Background: an optimization exercise with open tools, aiming at small area, a short achievable clock period and few clock cycles per item. Do not read the settings as production practice. Where RTL was checked, it was by simulation tests only, not by an equivalence proof against the original. No functional check of the RTL was part of run 3. Power and IR drop assume default switching activity.

$ cat design/flow/design.v
module instr_mem_pipe #(
    parameter int                DATA_W = 32,
    parameter int                DEPTH  = 64,
    parameter int                ADDR_W = 32,
    parameter logic [DATA_W-1:0] FILL   = 32'h0000_0013
) (
    input  logic              clk,
    input  logic              reset_n,
    input  logic              req_valid,
    output logic              req_ready,
    input  logic [ADDR_W-1:0] req_addr,
    output logic              resp_valid,
    input  logic              resp_ready,
    output logic [DATA_W-1:0] resp_data,
    output logic              resp_fault,
    input  logic              wr_en,
    input  logic [ADDR_W-1:0] wr_addr,
    input  logic [DATA_W-1:0] wr_data,
    output logic              busy
);
    localparam int BYTES = DATA_W / 8;
    localparam int OFF   = $clog2(BYTES);
    localparam int IDX_W = $clog2(DEPTH);
    localparam int NGRP  = 4;                   
    localparam int GRP_W = $clog2(NGRP);
    localparam int GSIZE = DEPTH / NGRP;        
    localparam int LOW_W = IDX_W - GRP_W;
    localparam logic [ADDR_W:0] LIMIT = (ADDR_W + 1)'(DEPTH * BYTES);
    logic              r_run;        
    logic              r_busy;       
    logic              r_rdy_any;    
    logic              r_rdy_hold;   
    logic [DATA_W-1:0] r_mem [DEPTH];
    logic              r_a_valid;
    logic [DATA_W-1:0] r_a_word [NGRP];
    logic [NGRP-1:0]   r_a_gsel;     
    logic              r_a_bad;
    logic              r_resp_valid;
    logic [DATA_W-1:0] r_resp_data;
    logic              r_resp_fault;
    logic              w_req_ok;
    logic [IDX_W-1:0]  w_req_idx;
    logic              w_wr_ok;
    logic [IDX_W-1:0]  w_wr_idx;
    logic              w_out_free;
    logic              w_a_free;
    logic              w_req_ready;
    logic              w_accept;
    logic [GSIZE-1:0]  w_lo_sel;
    logic [DATA_W-1:0] w_cand [NGRP];
    logic [DATA_W-1:0] w_a_data;
    logic [DATA_W-1:0] w_wdata;
    logic [DEPTH-1:0]  w_we;
    logic              w_a_valid_nxt;
    logic              w_b_valid_nxt;
    function automatic logic addr_ok(input logic [ADDR_W-1:0] a);
        addr_ok = (a[OFF-1:0] == '0) && ({1'b0, a} < LIMIT);
    endfunction
    always_comb begin
        w_req_ok  = addr_ok(req_addr);
        w_req_idx = req_addr[OFF+IDX_W-1:OFF];
        w_wr_ok   = addr_ok(wr_addr);
        w_wr_idx  = wr_addr[OFF+IDX_W-1:OFF];
    end
    always_comb begin
        w_out_free  = !r_resp_valid || resp_ready;
        w_a_free    = !r_a_valid || w_out_free;
        w_req_ready = r_rdy_hold || (resp_ready && r_rdy_any);
        w_accept    = req_valid && w_req_ready;
        w_a_valid_nxt = w_accept || (r_a_valid && !w_out_free);
        w_b_valid_nxt = w_out_free ? r_a_valid : 1'b1;
    end
    always_ff @(posedge clk or negedge reset_n) begin
        if (!reset_n) begin
            r_run        <= 1'b0;
            r_busy       <= 1'b1;
            r_rdy_any    <= 1'b0;
            r_rdy_hold   <= 1'b0;
            r_a_valid    <= 1'b0;
            r_resp_valid <= 1'b0;
        end else begin
            r_run        <= 1'b1;
            r_busy       <= 1'b0;
            r_rdy_any    <= r_run;
            r_rdy_hold   <= !(w_a_valid_nxt && w_b_valid_nxt);
            r_a_valid    <= w_a_valid_nxt;
            r_resp_valid <= w_b_valid_nxt;
        end
    end
    always_comb begin
        w_wdata = (wr_data & {DATA_W{r_run}}) | (FILL & {DATA_W{!r_run}});
        for (int i = 0; i < DEPTH; i++) begin
            w_we[i] = !r_run || (wr_en && w_wr_ok && w_wr_idx == IDX_W'(i));
        end
    end
    always_ff @(posedge clk) begin
        for (int i = 0; i < DEPTH; i++) begin
            if (w_we[i]) begin
                r_mem[i] <= w_wdata;
            end
        end
    end
    always_comb begin
        for (int j = 0; j < GSIZE; j++) begin
            w_lo_sel[j] = (w_req_idx[LOW_W-1:0] == LOW_W'(j));
        end
        for (int g = 0; g < NGRP; g++) begin
            w_cand[g] = '0;
            for (int j = 0; j < GSIZE; j++) begin
                w_cand[g] = w_cand[g] | (r_mem[g*GSIZE+j] & {DATA_W{w_lo_sel[j]}});
            end
        end
    end
    always_ff @(posedge clk) begin
        if (w_a_free) begin
            for (int g = 0; g < NGRP; g++) begin
                r_a_word[g] <= w_cand[g];
                r_a_gsel[g] <= w_req_ok && (w_req_idx[IDX_W-1:LOW_W] == GRP_W'(g));
            end
            r_a_bad <= !w_req_ok;
        end
    end
    always_comb begin
        w_a_data = FILL & {DATA_W{r_a_bad}};
        for (int g = 0; g < NGRP; g++) begin
            w_a_data = w_a_data | (r_a_word[g] & {DATA_W{r_a_gsel[g]}});
        end
    end
    always_ff @(posedge clk) begin
        if (w_out_free) begin
            r_resp_data  <= w_a_data;
            r_resp_fault <= r_a_bad;
        end
    end
    always_comb begin
        req_ready  = w_req_ready;
        resp_valid = r_resp_valid;
        resp_data  = r_resp_data;
        resp_fault = r_resp_fault;
        busy       = r_busy;
    end
endmodule
$ cat design/flow/flow/run.sh
#!/bin/bash
# The standard ORFS layout, with the port buffers made from buf_4 instead of
# the default cell (a slow delay buffer on sky130hd). Every input and output
# port still gets its own buffer. If the routed layout is left with an
# antenna violation, the layout is redone from the floorplan with the core
# utilisation raised by one point (up to twice); synthesis is kept. Each
# make run's full output goes to its own log file here.
set -euo pipefail
export BUFFER_PORTS_ARGS="-buffer_cell sky130_fd_sc_hd__buf_4"
bash standard.sh finish > orfs_flow.log 2>&1
ant=orfs/reports/${FLOW_PLATFORM:-sky130hd}/instr_mem_pipe/base/drt_antennas.log
for util in 43 44; do
  if [[ -f $ant ]] && grep -q VIOLATED "$ant"; then
    cp "$ant" "antennas_before_util_$util.log"
    bash standard.sh clean_floorplan clean_place clean_cts clean_route clean_finish \
      CORE_UTILIZATION=$util finish > "orfs_flow_util_$util.log" 2>&1
  fi
done
$ cat design/flow/standard.sh
#!/bin/bash
# synth_recipe.tcl (not shown) runs the flow's synth.tcl, then flattens the netlist and writes it again
# the make line also repeats each setting of config.mk as NAME=value (left out here)
make -C /OpenROAD-flow-scripts/flow DESIGN_CONFIG=/design/flow/config.mk WORK_HOME=/design/flow/orfs CLKGATE_MAP_FILE= SYNTH_SCRIPT=/design/flow/synth_recipe.tcl "${@:-finish}"
$ cat design/flow/config.mk
export PLATFORM = sky130hd
export DESIGN_NAME = instr_mem_pipe
export DESIGN_NICKNAME = instr_mem_pipe
export VERILOG_FILES = /design/flow/design.v
export SDC_FILE = /design/flow/constraint.sdc
export NUM_CORES = 4
export LEC_CHECK = 0
export ABC_CLOCK_PERIOD_IN_PS = 2000
export CAP_MARGIN = 20
export CORE_MARGIN = 2
export CORE_UTILIZATION = 42
export CTS_CLUSTER_DIAMETER = 90
export CTS_CLUSTER_SIZE = 24
export SETUP_SLACK_MARGIN = 1.3
export SLEW_MARGIN = 20
$ cat design/flow/constraint.sdc
create_clock -name core_clock -period 3.5 [get_ports {clk}]
set_input_delay 0.7000 -clock core_clock [delete_from_list [all_inputs] [get_ports {clk}]]
set_output_delay 0.7000 -clock core_clock [all_outputs]
set_load 0.01 [all_outputs]
==> flow_metrics.py, run 1 <==
metrics = {
    "outcome": {
        "status": "finished clean",
    },
    "logic_synthesis": {
        "yosys.area_share.adder_pct": 0,
        "synth_compound_area_share_pct": 12.5,
        "synth_area_leaders": "edfxtp_1, a22oi_1, o22ai_1",
        "synth_common_cells": "edfxtp_1, a22oi_1, o22ai_1",
        "synth_mux_area_share_pct": 0,
        "yosys.area_share.simple_pct": 3.01,
        "synth.most_common_cell": "edfxtp_1",
        "ys_warn_count": 4,
        "netlist_area_um2": 80500,
        "syn_inst": 4340,
        "yosysTopAreaCell": "edfxtp_1",
        "synth_xor_area_share_pct": 0,
        "synth_edf_count": 2214,
        "async_flop_share_pct": 0.270,
        "synth_top_family_by_area": "compound AO/OA/AOI/OAI gates",
        "synth_top_area_share_pct": 82.6,
        "yosys_most_used_dff": "edfxtp_1",
        "synth-seq-cells": 2220,
        "synth_nets": 4441,
        "synth_seq_area_share_pct": 82.8,
        "avgSynthCellArea_um2": 18.5,
        "ys_types": 37,
    },
    "flow_run": {
        "maxCapViolations": 0,
    },
    "critical_path": {
        "crit_chain": "buf_6 -> or4_4 -> nor3_4 -> buf_6 -> buf_12 -> nand4b_4 -> buf_12 -> buf_12 -> o21ai_4 -> buf_12 -> buf_12 -> buf_16",
        "critPathMaxStageDelay_ps": 550,
        "required_ps": 3970,
        "worstSetupPathType": "in -> reg",
        "critPathSlowestCell": "or4_4",
        "reg2reg_slack_ps": 1280,
        "crit_path_start_kind": "input port",
        "worst_ep_arrival_time_ps": 2940,
        "rr_worst_depth": 3,
        "crit_path_end_kind": "register",
        "cp_common_cell": "buf_12",
        "crit_fanout": 8,
    },
    "layout": {
        "syn_to_final_growth_pct": 18.7,
        "fin_cells": 7298,
        "fill_cells": 15005,
        "nNetsFinal": 4860,
        "drive_gt1_share_pct": 18.9,
    },
    "power_and_ir_drop": {
        "vdd.ir_drop.worst_v": 0.000384,
        "intPower_w": 0.0390,
        "leakage_nw": 31.1,
        "power.share.clock_pct": 26.3,
        "swShare_pct": 23.7,
        "seqPwrFrac_pct": 64.1,
        "switchingPower_w": 0.0121,
        "p_comb_share_pct": 9.6,
        "p_per_area_nw_per_um2": 535,
        "power.total_w": 0.0512,
    },
    "global_routing": {
        "grt_usage_pct": 24.8,
        "grt_max_degree": 134,
        "grt_antenna_before_repair": 24,
        "grt_pass1_wl_um": 345000,
        "grt_pass1_vias": 43299,
        "grt_remaining_overflow": 0,
    },
    "timing": {
        "max_freq_mhz": 406,
        "finalHoldViolations": 0,
        "final.min_clock_period_ps": 2470,
        "fin_worst_skew_ps": 40.8,
        "rsz0062_at_grt": "yes",
        "hold_ws_ps": 189,
        "finalCritPeriodShare_pct": 70.4,
        "slew_headroom_pct": 19.2,
        "slew_viol_final": 0,
        "tightestPinTransition_ps": 1210,
        "setup_viol": 0,
    },
    "floorplanning": {
        "design.die.area_um2": 195000,
        "fp.coreArea_um2": 190000,
        "initial_utilization_pct": 42.3,
        "row_count": 160,
        "io_pins": 137,
        "die_x_um": 442,
        "die_height_um": 442,
    },
    "cts": {
        "clock-sinks": 2220,
        "clkLatencyLatePin_ps": 780,
        "clockBufferDepth": 3,
        "cts_tree": "built",
        "htree_levels": 3,
        "cts.clk_slew.worst_paths_ps": 90,
        "cts_buffers": 103,
        "clockRootBuffer": "clkbuf_16",
    },
    "min_path": {
        "min_path_cells": 3,
        "worstHoldPathType": "in -> reg",
    },
    "placement": {
        "place_congestion": 0.849,
        "hpwl_um": 142000,
        "dp_cells": 6933,
        "io_buffers": 136,
    },
    "route": {
        "wl_per_cell_um": 35.4,
        "drtIter0Drc": 8252,
        "vias": 46776,
        "via_per_inst": 6.41,
        "firstDrtPassIters": 8,
        "ant_nets": 0,
        "drc": 0,
        "drt_wl_total_um": 258000,
    },
}
==> timing repair <==
item | CTS | global route
cloned | 50 | 66
endpoints found under the hold margin | 6 | 0
resized for setup | 82 | 112
endpoints found under the setup margin | 2116 | 1634
buffers inserted | 77 | 38
hold buffers | 1 | 0
pin swaps | 14 | 30
==> stage by stage <==
stage,cell area (um^2),TNS [ps],utilization (%),worst slack (ps)
6_report,95600,0,50.2,1030
5_1_grt,95500,0,50.2,986
4_1_cts,93100,0,48.9,1060
3_5_place_dp,87800,0,46.1,356
3_3_place_gp,87800,0,46.1,363
2_1_floorplan,81600,-223420,-,-1660
==> final cells by class <==
cell class | instances | area [um^2] | share of cell area, %
sequential | 2220 | 66600 | 69.7
antenna | 9 | 22.5 | 0.0236
tap | 2511 | 3140 | 3.29
multi-input combinational | 1812 | 13800 | 14.4
timing repair buffer | 621 | 9210 | 9.64
clock buffer | 115 | 2710 | 2.83
clock inverter | 9 | 78.8 | 0.0825
inverter | 1 | 3.75 | 0.00393
==> worst paths after layout <==
kind,startpoint,end
min in group asynchronous,reset_n,r_rdy_hold$_DFF_PN0_
max in group asynchronous,reset_n,r_busy$_DFF_PN1_
worst max-delay path,wr_addr[16],r_mem[35][15]$_DFFE_PP_
worst min-delay path,req_valid,r_a_valid$_DFF_PN0_
worst min register to register,r_a_valid$_DFF_PN0_,r_resp_valid$_DFF_PN0_
worst max register to register,r_a_gsel[0]$_DFFE_PN_,r_resp_data[11]$_DFFE_PN_
==> registers in the layout, summed over array words and instances (netlist names) <==
signal,flops
r_resp_data,32
r_a_gsel,4
r_a_word,128
r_run,1
r_a_valid,1
r_a_bad,1
r_rdy_hold,1
r_resp_fault,1
r_mem,2048
r_resp_valid,1
r_busy,1
r_rdy_any,1
==> cell usage in the layout (no fill, tap or decap), drive strengths merged <==
cell            n
edfxtp       2214
a21o            1
and4            1
inv             4
a22oi        1082
nor2b           8
and4bb          1
clkinvlp        1
nand3           8
nand2          48
clkinv          5
and2           34
and4b           1
o22ai         256
nand4b          2
nor4b           5
nor4bb          2
dfstp           1
or3           129
nor4           12
bufbuf          1
a222oi          3
nor2            7
nand4         130
or4             2
clkbuf        165
diode           9
o21ai          64
and3b           1
a21oi           3
nand2b          7
nor3            1
dlygate4sd3     1
buf           569
nand3b          1
conb            2
dfrtp           5
and3            1
==> cell families after synthesis <==
group / after synthesis
AO/OA/AOI/OAI: 1409
buffers and inverters: 311
flip-flops: 2220
other: 2
AND/OR/NAND/NOR: 398
==> worst max-delay path, delay by kind of cell <==
kind | cells | cell delay, ps
compound gates | 1 | 240
buf+inv | 8 | 1030
simple gates | 3 | 950
==> routing by layer <==
layer	vias to the layer above	part of all wire, %	global-route usage (%)
li1	19140	-	-
met1	24394	38	35.3
met2	2872	47	38.6
met3	362	10	3.82
met4	8	4.6	9.61
met5	-	0.017	0
==> power groups by stage <==
| stage | Clock (W) | Combinational (W) | Sequential, W |
|---|---|---|---|
| 6_report | 0.0134 | 0.00493 | 0.0328 |
| 5_1_grt | 0.0144 | 0.00508 | 0.0330 |
| 4_1_cts | 0.0136 | 0.00450 | 0.0327 |
| 3_5_place_dp | 0 | 0.00414 | 0.0333 |
| 3_3_place_gp | 0 | 0.00410 | 0.0333 |
| 2_1_floorplan | 0 | 0.00192 | 0.0329 |
Testbench counts, summed over its fixed seeds: cycles 12,536, items 12,000.
==> inputs of run 2 (changes only) <==
==> design/flow/flow/run.sh (replaced) <==
#!/bin/bash
# The standard ORFS layout, with the port buffers made from buf_4 instead of
# the default cell (a slow delay buffer on sky130hd). Every input and output
# port still gets its own buffer. ORFS's full output goes to orfs_flow.log.
set -euo pipefail
export BUFFER_PORTS_ARGS="-buffer_cell sky130_fd_sc_hd__buf_4"
bash standard.sh finish > orfs_flow.log 2>&1
==> run 2 against run 1 <==
  * Largest power group unchanged
  * Critical endpoint unchanged
  * Cell count did not move
  * Highest routed layer unchanged
  * Non-clock buffer count did not move
  * Still clean
  * First-iteration DRC count did not move
  * Wire length did not move
==> flow_metrics.py, run 2 <==
metrics = {
    "layout": {
        "drive_gt1_share_pct": 18.9,
        "final_cell_mix": "edfxtp_1, a22oi_1, buf_4",
        "largest_register_ffs": 2048,
        "nNetsFinal": 4860,
        "syn_to_final_growth_pct": 18.7,
        "final_cell_area_um2": 95600,
        "final_common_cell": "edfxtp_1",
        "reg.largest.list": "r_mem (2048), r_a_word (128), r_resp_data (32)",
        "regMostFlops": "r_mem",
    },
    "route": {
        "vias": 46776,
        "wl_met3_um": 26400,
        "wl_per_cell_um": 35.4,
        "drc": 0,
        "met2WireLength_um": 121000,
        "via_per_inst": 6.41,
        "m1WireLength_um": 98800,
        "ant_nets": 0,
        "highest_layer": "met5",
        "drtIter0Drc": 8252,
        "firstDrtPassIters": 8,
        "drt_wl_total_um": 258000,
    },
    "floorplanning": {
        "design.die.area_um2": 195000,
        "die_height_um": 442,
        "fp.coreArea_um2": 190000,
        "die_x_um": 442,
        "row_count": 160,
        "initial_utilization_pct": 42.3,
        "io_pins": 137,
    },
    "critical_path": {
        "cp_common_cell": "buf_12",
        "worst_ep_arrival_time_ps": 2940,
        "timing.rr.start": "r_a_gsel[0]$_DFFE_PN_",
        "worstSetupPathType": "in -> reg",
        "rr_worst_depth": 3,
        "critPathSlowestCell": "or4_4",
        "crit_chain": "buf_6 -> or4_4 -> nor3_4 -> buf_6 -> buf_12 -> nand4b_4 -> buf_12 -> buf_12 -> o21ai_4 -> buf_12 -> buf_12 -> buf_16",
        "crit_fanout": 8,
        "critPathMaxStageDelay_ps": 550,
        "required_ps": 3970,
        "path_delay_family": "buffers and inverters",
        "timing.rr.end": "r_resp_data[11]$_DFFE_PN_",
        "path_buf_inv": 8,
        "crit_path_end_kind": "register",
        "reg2reg_slack_ps": 1280,
        "crit_path_start_kind": "input port",
    },
    "power_and_ir_drop": {
        "leakage_nw": 31.1,
        "vdd.ir_drop.worst_v": 0.000384,
        "p_per_area_nw_per_um2": 535,
    },
    "timing": {
        "slew_viol_final": 0,
        "max_freq_mhz": 406,
        "finalHoldViolations": 0,
        "fin_worst_skew_ps": 40.8,
        "final.min_clock_period_ps": 2470,
        "finalCritPeriodShare_pct": 70.4,
        "setup_viol": 0,
        "slew_headroom_pct": 19.2,
        "tightestPinTransition_ps": 1210,
        "rsz0062_at_grt": "yes",
        "setup_tns_ps": 0,
    },
    "logic_synthesis": {
        "avgSynthCellArea_um2": 18.5,
        "syn_inst": 4340,
        "synth.most_common_cell": "edfxtp_1",
        "ys_types": 37,
        "yosysTopAreaCell": "edfxtp_1",
        "synth_nets": 4441,
        "synth_common_cells": "edfxtp_1, a22oi_1, o22ai_1",
        "synth_seq_area_share_pct": 82.8,
        "synth_top_area_share_pct": 82.6,
        "synth_area_leaders": "edfxtp_1, a22oi_1, o22ai_1",
        "yosys_most_used_dff": "edfxtp_1",
        "synth_edf_count": 2214,
        "synth-seq-cells": 2220,
        "async_flop_share_pct": 0.270,
        "ys_warn_count": 4,
        "netlist_area_um2": 80500,
    },
    "global_routing": {
        "grt_pass1_vias": 43299,
        "grt_usage_pct": 24.8,
        "grt_remaining_overflow": 0,
        "grt_pass1_wl_um": 345000,
        "grt_max_degree": 134,
        "grt_antenna_before_repair": 24,
    },
    "cts": {
        "clkLatencyLatePin_ps": 780,
        "htree_levels": 3,
        "clockRootBuffer": "clkbuf_16",
        "clock-sinks": 2220,
        "clockBufferDepth": 3,
        "cts_buffers": 103,
        "cts.clk_slew.worst_paths_ps": 90,
        "cts_tree": "built",
    },
    "min_path": {
        "min_path_cells": 3,
        "worstHoldPathType": "in -> reg",
        "hold_end": "r_a_valid$_DFF_PN0_",
        "min_from": "req_valid",
    },
    "outcome": {
        "status": "finished clean",
    },
    "placement": {
        "hpwl_um": 142000,
        "io_buffers": 136,
        "postPlaceCellArea_um2": 87800,
        "place_congestion": 0.849,
    },
    "flow_run": {
        "maxCapViolations": 0,
    },
}
## run 2: cell counts after synthesis
Identical to the previous run, type by type.
## run 2: kinds of logic after synthesis
logic type	Yosys count	synth area share [%]
compound gates	1409	12.5
simple gates	398	3.01
flops	2220	82.8
buf+inv	311	1.67
other cells	2	0.00933
## run 2: tightest hold or removal path, delay by kind of cell
kind | cells | cell delay, ps
simple gates | 2 | 120
buf+inv | 1 | 80
## run 2: worst max path at each step
stage	from	endpoint	cells after the start
5_1_grt	wr_addr[16]	r_mem[45][9]$_DFFE_PP_	12
2_1_floorplan	resp_ready	r_a_bad$_DFFE_PN_	1
4_1_cts	r_a_gsel[1]$_DFFE_PN_	r_resp_data[11]$_DFFE_PN_	2
3_5_place_dp	wr_addr[16]	r_mem[20][27]$_DFFE_PP_	8
3_3_place_gp	wr_addr[16]	r_mem[20][27]$_DFFE_PP_	8
6_report	wr_addr[16]	r_mem[35][15]$_DFFE_PP_	12
## run 2: layout make-up
| type | instances | area (um^2) |
|---|---|---|
| multi-input cells | 1812 | 13800 |
| diodes | 9 | 22.5 |
| well taps | 2511 | 3140 |
| fillers | 15005 | 94800 |
| inverters | 1 | 3.75 |
| repair buffers | 621 | 9210 |
| clock inverters | 9 | 78.8 |
| clock buffers | 115 | 2710 |
| flip-flops and latches | 2220 | 66600 |
## run 2: timing repair
| action | in CTS | in global routing |
|---|---|---|
| setup buffers | 77 | 38 |
| setup endpoints to repair | 2116 | 1634 |
| cloned | 50 | 66 |
| hold buffers | 1 | 0 |
| pin swaps | 14 | 30 |
| gates resized for setup | 82 | 112 |
| hold endpoints to repair | 6 | 0 |
## run 2: per-layer routing
layer | global-route usage, % | vias to the layer above
li1 | - | 19140
met1 | 35.3 | 24394
met2 | 38.6 | 2872
met3 | 3.82 | 362
met4 | 9.61 | 8
met5 | 0 | -
## run 2: metrics by stage
stage	worst slack [ps]	hold WS, ps	power [W]	util [%]	std cells
floorplan	-1660	404	0.0348	-	4340
global placement	363	475	0.0374	46.1	6933
detailed placement	356	478	0.0375	46.1	6933
CTS	1060	136	0.0508	48.9	7185
global route	986	191	0.0524	50.2	7292
finish	1030	189	0.0512	50.2	7298
## run 2: where the power goes
group	total [W]	internal, W	switching [W]
sequential	0.0328	0.0318	0.000975
combinational	0.00493	0.00171	0.00321
clock	0.0134	0.00552	0.00793
total	0.0512	0.0390	0.0121
==> inputs of run 3 (changes only) <==
--- a/design/flow/design.v
+++ b/design/flow/design.v
@@ -29,3 +29,3 @@
     logic              r_run;        
-    logic              r_busy;       
+    logic              r_idle;       
     logic              r_rdy_any;    
@@ -75,3 +75,3 @@
             r_run        <= 1'b0;
-            r_busy       <= 1'b1;
+            r_idle       <= 1'b0;
             r_rdy_any    <= 1'b0;
@@ -82,5 +82,5 @@
             r_run        <= 1'b1;
-            r_busy       <= 1'b0;
+            r_idle       <= r_run;
             r_rdy_any    <= r_run;
-            r_rdy_hold   <= !(w_a_valid_nxt && w_b_valid_nxt);
+            r_rdy_hold   <= r_run && !(w_a_valid_nxt && w_b_valid_nxt);
             r_a_valid    <= w_a_valid_nxt;
@@ -92,3 +92,4 @@
         for (int i = 0; i < DEPTH; i++) begin
-            w_we[i] = !r_run || (wr_en && w_wr_ok && w_wr_idx == IDX_W'(i));
+            w_we[i] = !r_run ||
+                      (r_idle && wr_en && w_wr_ok && w_wr_idx == IDX_W'(i));
         end
@@ -139,3 +140,3 @@
         resp_fault = r_resp_fault;
-        busy       = r_busy;
+        busy       = !r_idle;
     end
==> design/flow/run.sh (new file) <==
#!/bin/bash
# synth_recipe.tcl (not shown) runs the flow's synth.tcl, then flattens the netlist and writes it again
# the make line also repeats each setting of config.mk as NAME=value (left out here)
make -C /OpenROAD-flow-scripts/flow DESIGN_CONFIG=/design/flow/config.mk WORK_HOME=/design/flow/orfs CLKGATE_MAP_FILE= SYNTH_SCRIPT=/design/flow/synth_recipe.tcl finish
--- a/design/flow/config.mk
+++ b/design/flow/config.mk
@@ -7,3 +7,2 @@
 export LEC_CHECK = 0
-export ABC_CLOCK_PERIOD_IN_PS = 2000
 export CAP_MARGIN = 20
@@ -11,5 +10,5 @@
 export CORE_UTILIZATION = 42
-export CTS_CLUSTER_DIAMETER = 90
-export CTS_CLUSTER_SIZE = 24
-export SETUP_SLACK_MARGIN = 1.3
+export CTS_CLUSTER_DIAMETER = 100
+export CTS_CLUSTER_SIZE = 30
+export SETUP_SLACK_MARGIN = 1.1
 export SLEW_MARGIN = 20
removed: design/flow/flow/run.sh
removed: design/flow/standard.sh
==> run 3 against run 2 <==
  * Via count increased by 0.66%
  * Clock power decreased by 9%
  * Largest cell class unchanged
  * Core utilization decreased by 0.38 points
  * Hold slack got worse by 46 ps
  * Still clean on timing, DRC and antenna
  * Critical endpoint is now r_mem[29][31]$_DFFE_PP_
==> flow_metrics.py, run 3 <==
metrics = {
    "outcome": {
        "status": "finished clean",
    },
    "logic_synthesis": {
        "synth_seq_area_share_pct": 82.7,
        "yosys.area_share.adder_pct": 0,
        "synth.most_common_cell": "edfxtp_1",
        "ys_types": 39,
        "synth_compound_area_share_pct": 12.5,
        "async_flop_share_pct": 0.225,
        "netlist_area_um2": 80500,
        "synth_edf_count": 2214,
        "syn_inst": 4340,
        "synth_area_leaders": "edfxtp_1, a22oi_1, o22ai_1",
        "synth_top_family_by_area": "compound AO/OA/AOI/OAI gates",
        "yosys_most_used_dff": "edfxtp_1",
        "synth_common_cells": "edfxtp_1, a22oi_1, o22ai_1",
        "synth_mux_area_share_pct": 0,
        "yosysTopAreaCell": "edfxtp_1",
        "synth-seq-cells": 2219,
        "yosys.area_share.simple_pct": 3.00,
        "synth_xor_area_share_pct": 0,
        "synth_top_area_share_pct": 82.5,
        "avgSynthCellArea_um2": 18.6,
        "ys_warn_count": 4,
        "synth_nets": 4441,
    },
    "global_routing": {
        "grt_pass1_wl_um": 344000,
        "grt_remaining_overflow": 0,
        "grt_pass1_vias": 43497,
        "grt_max_degree": 75,
        "grt_usage_pct": 24.8,
        "grt_antenna_before_repair": 25,
    },
    "critical_path": {
        "crit_fanout": 6,
        "required_ps": 3980,
        "reg2reg_slack_ps": 960,
        "crit_end": "r_mem[29][31]$_DFFE_PP_",
        "cp.depth": 8,
        "crit_chain": "nor4bb_4 -> and4_4 -> nand4b_4 -> buf_12 -> buf_12 -> o21ai_4 -> buf_12 -> clkbuf_16",
        "timing.rr.end": "r_mem[29][31]$_DFFE_PP_",
        "crit_path_end_kind": "register",
        "path_buf_inv": 4,
        "timing.rr.start": "r_rdy_any$_DFF_PN0_",
        "cp_common_cell": "buf_12",
        "path_delay_family": "simple AND/OR/NAND/NOR gates",
        "startpoint": "r_rdy_any$_DFF_PN0_",
        "critPathSlowestCell": "dfrtp_4",
        "rr_worst_depth": 8,
        "worstSetupPathType": "reg -> reg",
        "crit_path_start_kind": "register",
        "critPathMaxStageDelay_ps": 590,
        "worst_ep_arrival_time_ps": 3020,
    },
    "floorplanning": {
        "initial_utilization_pct": 42.3,
        "die_height_um": 442,
        "design.die.area_um2": 195000,
        "io_pins": 137,
        "fp.coreArea_um2": 190000,
        "row_count": 160,
        "die_x_um": 442,
    },
    "timing": {
        "fin_ws_ps": 962,
        "fin_worst_skew_ps": 47.5,
        "finalHoldViolations": 0,
        "setup_tns_ps": 0,
        "finalCritPeriodShare_pct": 72.5,
        "final.min_clock_period_ps": 2540,
        "slew_viol_final": 0,
        "setup_viol": 0,
        "tightestPinTransition_ps": 1060,
        "slew_headroom_pct": 29.4,
        "rsz0062_at_grt": "yes",
        "max_freq_mhz": 394,
    },
    "layout": {
        "final_cell_mix": "edfxtp_1, a22oi_1, o22ai_1",
        "fill_cells": 15152,
        "syn_to_final_growth_pct": 17.7,
        "largest_register_ffs": 2048,
        "nNetsFinal": 4874,
        "drive_gt1_share_pct": 15.8,
        "reg.largest.list": "r_mem (2048), r_a_word (128), r_resp_data (32)",
        "final_common_cell": "edfxtp_1",
        "regMostFlops": "r_mem",
    },
    "route": {
        "ant_nets": 0,
        "via_per_inst": 6.45,
        "wl_per_cell_um": 35.8,
        "vias": 47083,
        "drtIter0Drc": 7584,
        "firstDrtPassIters": 8,
        "drt_wl_total_um": 261000,
        "drc": 0,
    },
    "power_and_ir_drop": {
        "power.total_w": 0.0495,
        "leakage_nw": 30.7,
        "p_per_area_nw_per_um2": 522,
        "vdd.ir_drop.worst_v": 0.000376,
    },
    "cts": {
        "htree_levels": 3,
        "cts_tree": "built",
        "cts_buffers": 84,
        "clockBufferDepth": 3,
        "cts.clk_slew.worst_paths_ps": 110,
        "clkLatencyLatePin_ps": 790,
        "clockRootBuffer": "clkbuf_16",
        "clock-sinks": 2219,
    },
    "placement": {
        "io_buffers": 136,
        "place_worst_setup_slack_ps": 18.0,
        "hpwl_um": 153000,
        "place_congestion": 0.933,
    },
    "flow_run": {
        "maxCapViolations": 0,
    },
    "min_path": {
        "worstHoldPathType": "in -> async",
    },
}
[run 3: worst min-delay path by stage]
stage / startpoint / end / slack (ps) / cells after the start
2_1_floorplan: reset_n / r_a_valid$_DFF_PN0_ / 400 / 0
6_report: reset_n / r_resp_valid$_DFF_PN0_ / 140 / 1
3_3_place_gp: r_rdy_hold$_DFF_PN0_ / r_a_valid$_DFF_PN0_ / 560 / 3
3_5_place_dp: r_rdy_hold$_DFF_PN0_ / r_a_valid$_DFF_PN0_ / 560 / 3
4_1_cts: reset_n / r_rdy_hold$_DFF_PN0_ / 100 / 1
5_1_grt: reset_n / r_rdy_hold$_DFF_PN0_ / 140 / 1
[run 3: kinds of logic after synthesis]
logic type | after synthesis
DFF | 2219
AOI/OAI and AO/OA | 1410
and+or+nand+nor | 397
buffers and inverters | 313
other | 1
[run 3: repair_timing]
item | CTS | global route
hold buffers | 0 | 0
setup endpoints to repair | 2179 | 1945
gates resized for setup | 47 | 60
pin swaps | 10 | 31
setup buffers | 28 | 47
hold endpoints to repair | 0 | 0
gates cloned | 7 | 58
[run 3: layer usage]
metal | wire length, um | GRT usage (%) | up-vias | part of all wire (%)
li1 | - | - | 19141 | -
met1 | 98000 | 34.1 | 24597 | 38
met2 | 124000 | 39.5 | 2920 | 47
met3 | 26500 | 3.96 | 417 | 10
met4 | 12700 | 10.5 | 8 | 4.9
met5 | 63 | 0 | - | 0.024
[run 3: through the flow]
step	cell area, um^2	std cells	hold slack (ps)	utilization, %
global placement	89800	7058	562	47.2
floorplan	81100	4340	404	-
global route	94800	7295	140	49.8
CTS	92700	7188	103	48.7
detailed placement	89800	7058	565	47.2
finish	94800	7301	143	49.8
[run 3: area by class of cell]
class,instances,area (um^2),share of cell area (%)
diodes,8,20.0,0.0211
multi-input cells,1809,13500,14.3
well taps,2511,3140,3.31
flip-flops and latches,2219,66600,70.2
clock inverters,10,144,0.152
clock buffers,85,2110,2.22
repair buffers,656,9260,9.76
inverters,3,11.3,0.0119
[run 3: where the power goes]
part	internal [W]	switching (W)	total [W]
logic	0.00166	0.00293	0.00459
registers	0.0317	0.00102	0.0327
clock network	0.00445	0.00776	0.0122

[what the ideal ports hide]
How much do the figures lean on ideal ports? The routed layouts below were timed once more, with nothing changed but the port constraints.
Step 1, drivers: a clkbuf_16 drives clk and a buf_2 each remaining input, both assumed.
Step 2 adds t to the input delays and takes it off the output delays; t is the mean of the earliest and latest rising clock arrival at the registers after step 1. Input paths then give back, and output paths get back, about the clock's delay inside the block.
Three values: ideal ports, drivers, drivers and shift; two values: the first two.
run	shift t [ns]	setup WS [ns]	worst hold slack (ns)
run 1	0.835	1.034 / 1.075 / 0.241	0.189 / 0.136 / 0.504
run 2	0.835	1.034 / 1.075 / 0.241	0.189 / 0.136 / 0.504
run 3	0.851	0.962 / 0.962 / 0.185	0.143 / 0.079 / 0.587
After both steps setup and hold are still met in every run listed.
